From an optimization exercise on the open Yosys and OpenROAD flow, aimed at small area, a short achievable clock period and few clock cycles; shortcuts taken in it are not production practice.
RTL that was checked went through simulation tests only; none was proved equivalent to the original.
Power is estimated from default activity; no workload was simulated.

## systolic_mac_top
module systolic_mac_top (
    input  logic                                     clk,
    input  logic                                     rst,
    input  logic                                     in_req,
    input  logic                                     in_first,
    input  logic                                     in_last,
    input  logic [GRID_SIZE*DATA_WIDTH-1:0]          a_col,
    input  logic [GRID_SIZE*DATA_WIDTH-1:0]          b_row,
    output logic                                     in_ack,
    output logic [GRID_SIZE*GRID_SIZE*ACC_WIDTH-1:0] c_mat,
    output logic                                     done
);
    logic                            start;
    logic                            acc_en;
    logic                            acc_clear;
    logic                            acc_fin;
    logic [HALF*DVEC_WIDTH-1:0]      a_op;
    logic [GRID_SIZE*DATA_WIDTH-1:0] b_op;
    operand_prep i_operand_prep (
        .clk       (clk),
        .rst       (rst),
        .in_req    (in_req),
        .in_first  (in_first),
        .in_last   (in_last),
        .a_col     (a_col),
        .b_row     (b_row),
        .in_ack    (in_ack),
        .start     (start),
        .acc_en    (acc_en),
        .acc_clear (acc_clear),
        .acc_fin   (acc_fin),
        .a_op      (a_op),
        .b_op      (b_op)
    );
    pe_grid i_pe_grid (
        .clk   (clk),
        .en    (acc_en),
        .clear (acc_clear),
        .a_op  (a_op),
        .b_op  (b_op),
        .acc   (c_mat)
    );
    result_collector i_result_collector (
        .clk      (clk),
  ...
For scale: about 630 flip-flops, about 38000 µm² of cells after synthesis.
clock: 5.5 ns
lec_check: 0
cap_margin: 20
core_margin: 2
core_utilization: 40
setup_slack_margin: 0.8
slew_margin: 20
tns_end_percent: 100
run.sh (not shown) runs the stock make flow with config.mk's settings and CLKGATE_MAP_FILE= SYNTH_SCRIPT=/design/flow/synth_recipe.tcl, a recipe that flattens the netlist after the stock synthesis.
The starting point produced a clean layout.
Edit:
Settings changed: SETUP_SLACK_MARGIN 0.8 to 3.0.
The new run finished clean.
Sequential share of layout area fell by 5.6 points.
Worst setup slack improves by 0.47 ns.
Global-route usage climbs by 2.8 points.
Final area goes up by about a fifth.
Hold slack improved by 0.0064 ns.
Core utilization rises by 9.1 points.
Edit:
Settings changed: SETUP_SLACK_MARGIN 3.0 to not set, TNS_END_PERCENT 100 to not set.
Result: The new run produced a clean layout. Power falls by about 21%. Routed wire length drops by about 17%. Final area came out lower by 16%. Non-clock buffer count fell by 470. Register-to-register slack got worse by 0.36 ns.
Edit:
Settings changed: SETUP_SLACK_MARGIN set to 2.0, TNS_END_PERCENT set to 100.
Count of clock-buffer cells in the layout goes up by 8.
Routed wire length goes up by about 9%.
Sequential power goes up by about 1%.
Fmax goes up by 9.5%.
Non-clock buffer count goes up by 34.
Final area goes up by about 3.4%.
Global-route usage goes up by 1.3 points.
Sequential share of layout area goes down by 1.2 points.
Clock skew goes up by 0.013 ns.
Total power goes up by about 7%.
Function was not checked in any run of this note: the RTL went through the layout flow alone.

Another version of the RTL of systolic_mac_top (not shown whole).
Size in the first run: ~640 flip-flops.
## systolic_mac_top
module systolic_mac_top (
    input  logic                                     clk,
    input  logic                                     rst,
    input  logic                                     in_req,
    input  logic                                     in_first,
    input  logic                                     in_last,
    input  logic [GRID_SIZE*DATA_WIDTH-1:0]          a_col,
    input  logic [GRID_SIZE*DATA_WIDTH-1:0]          b_row,
    output logic                                     in_ack,
    output logic [GRID_SIZE*GRID_SIZE*ACC_WIDTH-1:0] c_mat,
    output logic                                     done
);
export LEC_CHECK = 0
export CAP_MARGIN = 20
export CORE_MARGIN = 2
export CORE_UTILIZATION = 40
export CTS_CLUSTER_DIAMETER = 100
export CTS_CLUSTER_SIZE = 20
export SETUP_SLACK_MARGIN = 2.9
export SLEW_MARGIN = 20
export TNS_END_PERCENT = 100
create_clock -name core_clock -period 5.5 [get_ports {clk}]
standard.sh (not shown) runs the stock make flow with config.mk's settings and CLKGATE_MAP_FILE= SYNTH_SCRIPT=/design/flow/synth_recipe.tcl, a recipe that flattens the netlist after the stock synthesis.
==> flow/flow/run.sh <==
#!/bin/bash
# The standard layout (the standard.sh, standard synthesis included), with one change:
# the buffers that placement puts on every input and output port are sky130_fd_sc_hd__buf_1
# instead of the delay cell ORFS picks by default (clkdlybuf4s50_1, twice the area of buf_2).
set -euo pipefail
bash standard.sh 'BUFFER_PORTS_ARGS=-buffer_cell sky130_fd_sc_hd__buf_1' finish > standard_flow.log 2>&1
The baseline completed without violations.
Testbench counts at the start, summed over its fixed seeds: cycles 3,614.
Then changed:
Settings changed: SETUP_SLACK_MARGIN 2.9 to 2.7.
What happened: Global-route usage went down by 0.95 points. Area after synthesis stays the same. Synthesized cell count stays the same. Worst setup slack degrades by 0.015 ns.
Then changed:
Settings changed: PLACE_DENSITY from default to 0.7.
Result:
- design area hardly moves
- clock-buffer cell count is lower by 5
- global-route usage is lower by 0.18 points
- via count is higher slightly
- worst setup slack is worse by 0.028 ns
- routed wire length is lower slightly
- maximum frequency is lower slightly
- power barely changes
- first-iteration DRC count is higher by a few percent
- hold slack is worse by 0.011 ns
- clock skew is about the same
Then changed:
Settings changed: CORE_UTILIZATION 40 to 50, PLACE_DENSITY 0.7 to default.
After rerunning: The new run passed the timing, DRC and antenna checks; routed wire length went up by 2.6%; non-clock buffer count went down by 9; die area went down by 20%; final area went down by 1.3%; fmax went down by 0.48%; sequential power is about the same; setup slack got worse by 0.013 ns; clock skew barely changes; via count went up by 1.1%.
Then changed:
Settings changed: CORE_UTILIZATION 50 to 40, SETUP_SLACK_MARGIN 2.7 to 3.1.
After rerunning: Combinational power increases by about 10%. Count of clock-buffer cells in the layout increases by 1. Worst hold slack is worse by 0.013 ns. Power increases by 8.0%.

Another version of the RTL of systolic_mac_top (not shown whole).
For scale: ~3200 cells after synthesis, roughly 650 flip-flops.
==> flow/config.mk <==
export PLATFORM = sky130hd
export DESIGN_NAME = systolic_mac_top
export DESIGN_NICKNAME = systolic_mac_top
export VERILOG_FILES = /design/flow/design.v
export SDC_FILE = /design/flow/constraint.sdc
export NUM_CORES = 4
export LEC_CHECK = 0
export CAP_MARGIN = 20
export CORE_MARGIN = 2
export CORE_UTILIZATION = 40
export CTS_CLUSTER_DIAMETER = 100
export CTS_CLUSTER_SIZE = 20
export SETUP_SLACK_MARGIN = 2.5
export SLEW_MARGIN = 20
export TNS_END_PERCENT = 100
==> flow/constraint.sdc <==
create_clock -name core_clock -period 5.5 [get_ports {clk}]
set_input_delay 1.1000 -clock core_clock [delete_from_list [all_inputs] [get_ports {clk}]]
set_output_delay 1.1000 -clock core_clock [all_outputs]
set_load 0.01 [all_outputs]
==> flow/flow/run.sh <==
#!/bin/bash
# The standard layout (the standard.sh, standard synthesis included), with one change:
# the buffers that placement puts on every input and output port are sky130_fd_sc_hd__buf_2
# instead of the delay cell ORFS picks by default (clkdlybuf4s50_1, twice the area of buf_2).
set -euo pipefail
bash standard.sh 'BUFFER_PORTS_ARGS=-buffer_cell sky130_fd_sc_hd__buf_2' finish > standard_flow.log 2>&1
Testbench counts at the start, summed over its fixed seeds: cycles 3,614.
Rerun with:
CTS_CLUSTER_DIAMETER = default   (was 100)
CTS_CLUSTER_SIZE = default   (was 20)
The changed run completed without violations.
Count of clock-buffer cells in the layout rose by 36.
Setup slack is worse by 27 ps.
Design area grows by 2.7%.
Total power increases by about 7%.

## red
systolic_mac_top, a different RTL version from the one above (not shown whole).
Size in the first run: ~390 I/O pins.
## systolic_mac_top
module systolic_mac_top (
    input  logic                                     clk,
    input  logic                                     rst,
    input  logic                                     in_req,
    input  logic                                     in_first,
    input  logic                                     in_last,
    input  logic [GRID_SIZE*DATA_WIDTH-1:0]          a_col,
    input  logic [GRID_SIZE*DATA_WIDTH-1:0]          b_row,
    output logic                                     in_ack,
    output logic [GRID_SIZE*GRID_SIZE*ACC_WIDTH-1:0] c_mat,
    output logic                                     done
);
    logic                            start;
    logic                            acc_en;
    logic                            acc_clear;
    logic                            acc_fin;
    logic [HALF*DVEC_WIDTH-1:0]      a_op;
    logic [GRID_SIZE*DATA_WIDTH-1:0] b_op;
    operand_prep i_operand_prep (
        .clk       (clk),
        .rst       (rst),
        .in_req    (in_req),
        .in_first  (in_first),
        .in_last   (in_last),
        .a_col     (a_col),
        .b_row     (b_row),
        .in_ack    (in_ack),
  ...
make LEC_CHECK=0 CAP_MARGIN=20 CORE_MARGIN=2 CORE_UTILIZATION=40 SETUP_SLACK_MARGIN=2.5 SLEW_MARGIN=20 TNS_END_PERCENT=100 finish   # period 5.5 ns
run.sh (not shown) runs the stock make flow with config.mk's settings and CLKGATE_MAP_FILE= SYNTH_SCRIPT=/design/flow/synth_recipe.tcl, a recipe that flattens the netlist after the stock synthesis.
Stock flow here: none of the scripts above is used.
Input changes introduced in blue (baseline for comparison: red):
Settings: SETUP_SLACK_MARGIN changed from 2.5 to 3.0.
## What came out
Measured against red, the total of plain and repair buffers excluding clock buffers of blue comes out at 1.3 times the reference value.
The final critical-path share of the clock period of blue falls short of that of red by 1.0 points.
red tops out at a lower clock frequency than blue.
blue falls short of red in total wire length.
Function was not checked in any run of this note: the RTL went through the layout flow alone.

RTL: one of the versions met above, not the one the previous note started from.
Size: about 3,200 cells after synthesis, ~640 flip-flops, about 390 I/O pins, roughly 36,000 um^2 of cells after synthesis.
export LEC_CHECK = 0
export CAP_MARGIN = 20
export CORE_MARGIN = 2
export CORE_UTILIZATION = 40
export CTS_CLUSTER_DIAMETER = 100
export CTS_CLUSTER_SIZE = 20
export SETUP_SLACK_MARGIN = 2.7
export SLEW_MARGIN = 20
export TNS_END_PERCENT = 100
create_clock -name core_clock -period 5.5 [get_ports {clk}]
standard.sh (not shown) runs the stock make flow with config.mk's settings and CLKGATE_MAP_FILE= SYNTH_SCRIPT=/design/flow/synth_recipe.tcl, a recipe that flattens the netlist after the stock synthesis.
Scripts as last shown in full above: flow/flow/run.sh
Testbench counts at the start, summed over its fixed seeds: cycles 3,614.
Then changed:
==> flow/flow/run.sh (replaced) <==
#!/bin/bash
# The standard layout (the standard.sh, standard synthesis included), with one change:
# the buffers that placement puts on every input and output port are sky130_fd_sc_hd__buf_1
# instead of the delay cell ORFS picks by default (clkdlybuf4s50_1, 2.7 times the area of buf_1).
set -euo pipefail
bash standard.sh 'BUFFER_PORTS_ARGS=-buffer_cell sky130_fd_sc_hd__buf_1' finish > standard_flow.log 2>&1
=> The new run produced a clean layout. Non-clock buffer count came out lower by 6. Sequential cell count is unchanged. Cell count stays flat. Synthesized cell count stays the same. Worst hold slack improved by 0.051 ns. Final area decreases slightly. Maximum frequency went up by a few percent. Total power falls slightly.

port drivers added, routing unchanged:
Ports are ideal in the flow. The routed layouts listed here were re-timed in OpenROAD. Step 1, drivers: a clkbuf_16 drives clk and a buf_2 each remaining input, both assumed. Step 2 moves the port delays by t, midway between the first and last clock arrival at a register: inputs arrive t later, outputs are due t later. That takes back most of the time a late clock gives input paths. Slacks: ideal ports / drivers / drivers and shift; pairs: ideal ports / drivers.
| run | shift t [ns] | setup slack, ns | hold slack, ns | worst setup path after step 2 | cell pins on the clock port's net |
|---|---|---|---|---|---|
| the first run of note 1 | 0.702 | 1.394 / 1.394 / 1.394 | 0.377 / 0.377 / 0.377 | register to register | 1 |
| the second run of note 1 | 0.718 | 1.866 / 1.866 / 1.866 | 0.383 / 0.383 / 0.383 | register to register | 1 |
| the third run of note 1 | 0.697 | 1.508 / 1.508 / 1.508 | 0.384 / 0.384 / 0.384 | register to register | 1 |
| the fourth run of note 1 | 0.703 | 1.853 / 1.853 / 1.853 | 0.382 / 0.382 / 0.382 | register to register | 1 |
| the first run of note 2 | 0.649 | 2.779 / 2.779 / 2.445 | 0.373 / 0.368 / 0.380 | input to register | 1 |
| the second run of note 2 | 0.647 | 2.765 / 2.765 / 2.447 | 0.375 / 0.371 / 0.380 | input to register | 1 |
| the third run of note 2 | 0.651 | 2.736 / 2.736 / 2.736 | 0.364 / 0.354 / 0.387 | register to register | 1 |
| the fourth run of note 2 | 0.653 | 2.723 / 2.723 / 2.723 | 0.376 / 0.349 / 0.376 | register to register | 1 |
| the fifth run of note 2 | 0.657 | 2.805 / 2.805 / 2.664 | 0.363 / 0.352 / 0.381 | input to register | 1 |
| the first run of note 3 | 0.651 | 2.620 / 2.620 / 2.620 | 0.310 / 0.270 / 0.383 | register to register | 1 |
| the second run of note 3 | 0.677 | 2.593 / 2.593 / 2.593 | 0.285 / 0.244 / 0.380 | register to register | 1 |
| red | 0.706 | 2.389 / 2.389 / 2.318 | 0.365 / 0.365 / 0.365 | input to register | 1 |
| blue | 0.684 | 2.444 / 2.444 / 2.444 | 0.381 / 0.381 / 0.381 | register to register | 1 |
| the first run of note 5 | 0.645 | 2.670 / 2.670 / 2.507 | 0.324 / 0.307 / 0.382 | input to register | 1 |
| the second run of note 5 | 0.647 | 2.765 / 2.765 / 2.447 | 0.375 / 0.371 / 0.380 | input to register | 1 |
After both steps setup and hold are still met in every run listed. For the first run of note 2, which loses most, drivers alone change the setup slack by 0.000 ns; drivers and shift together by -0.334 ns.
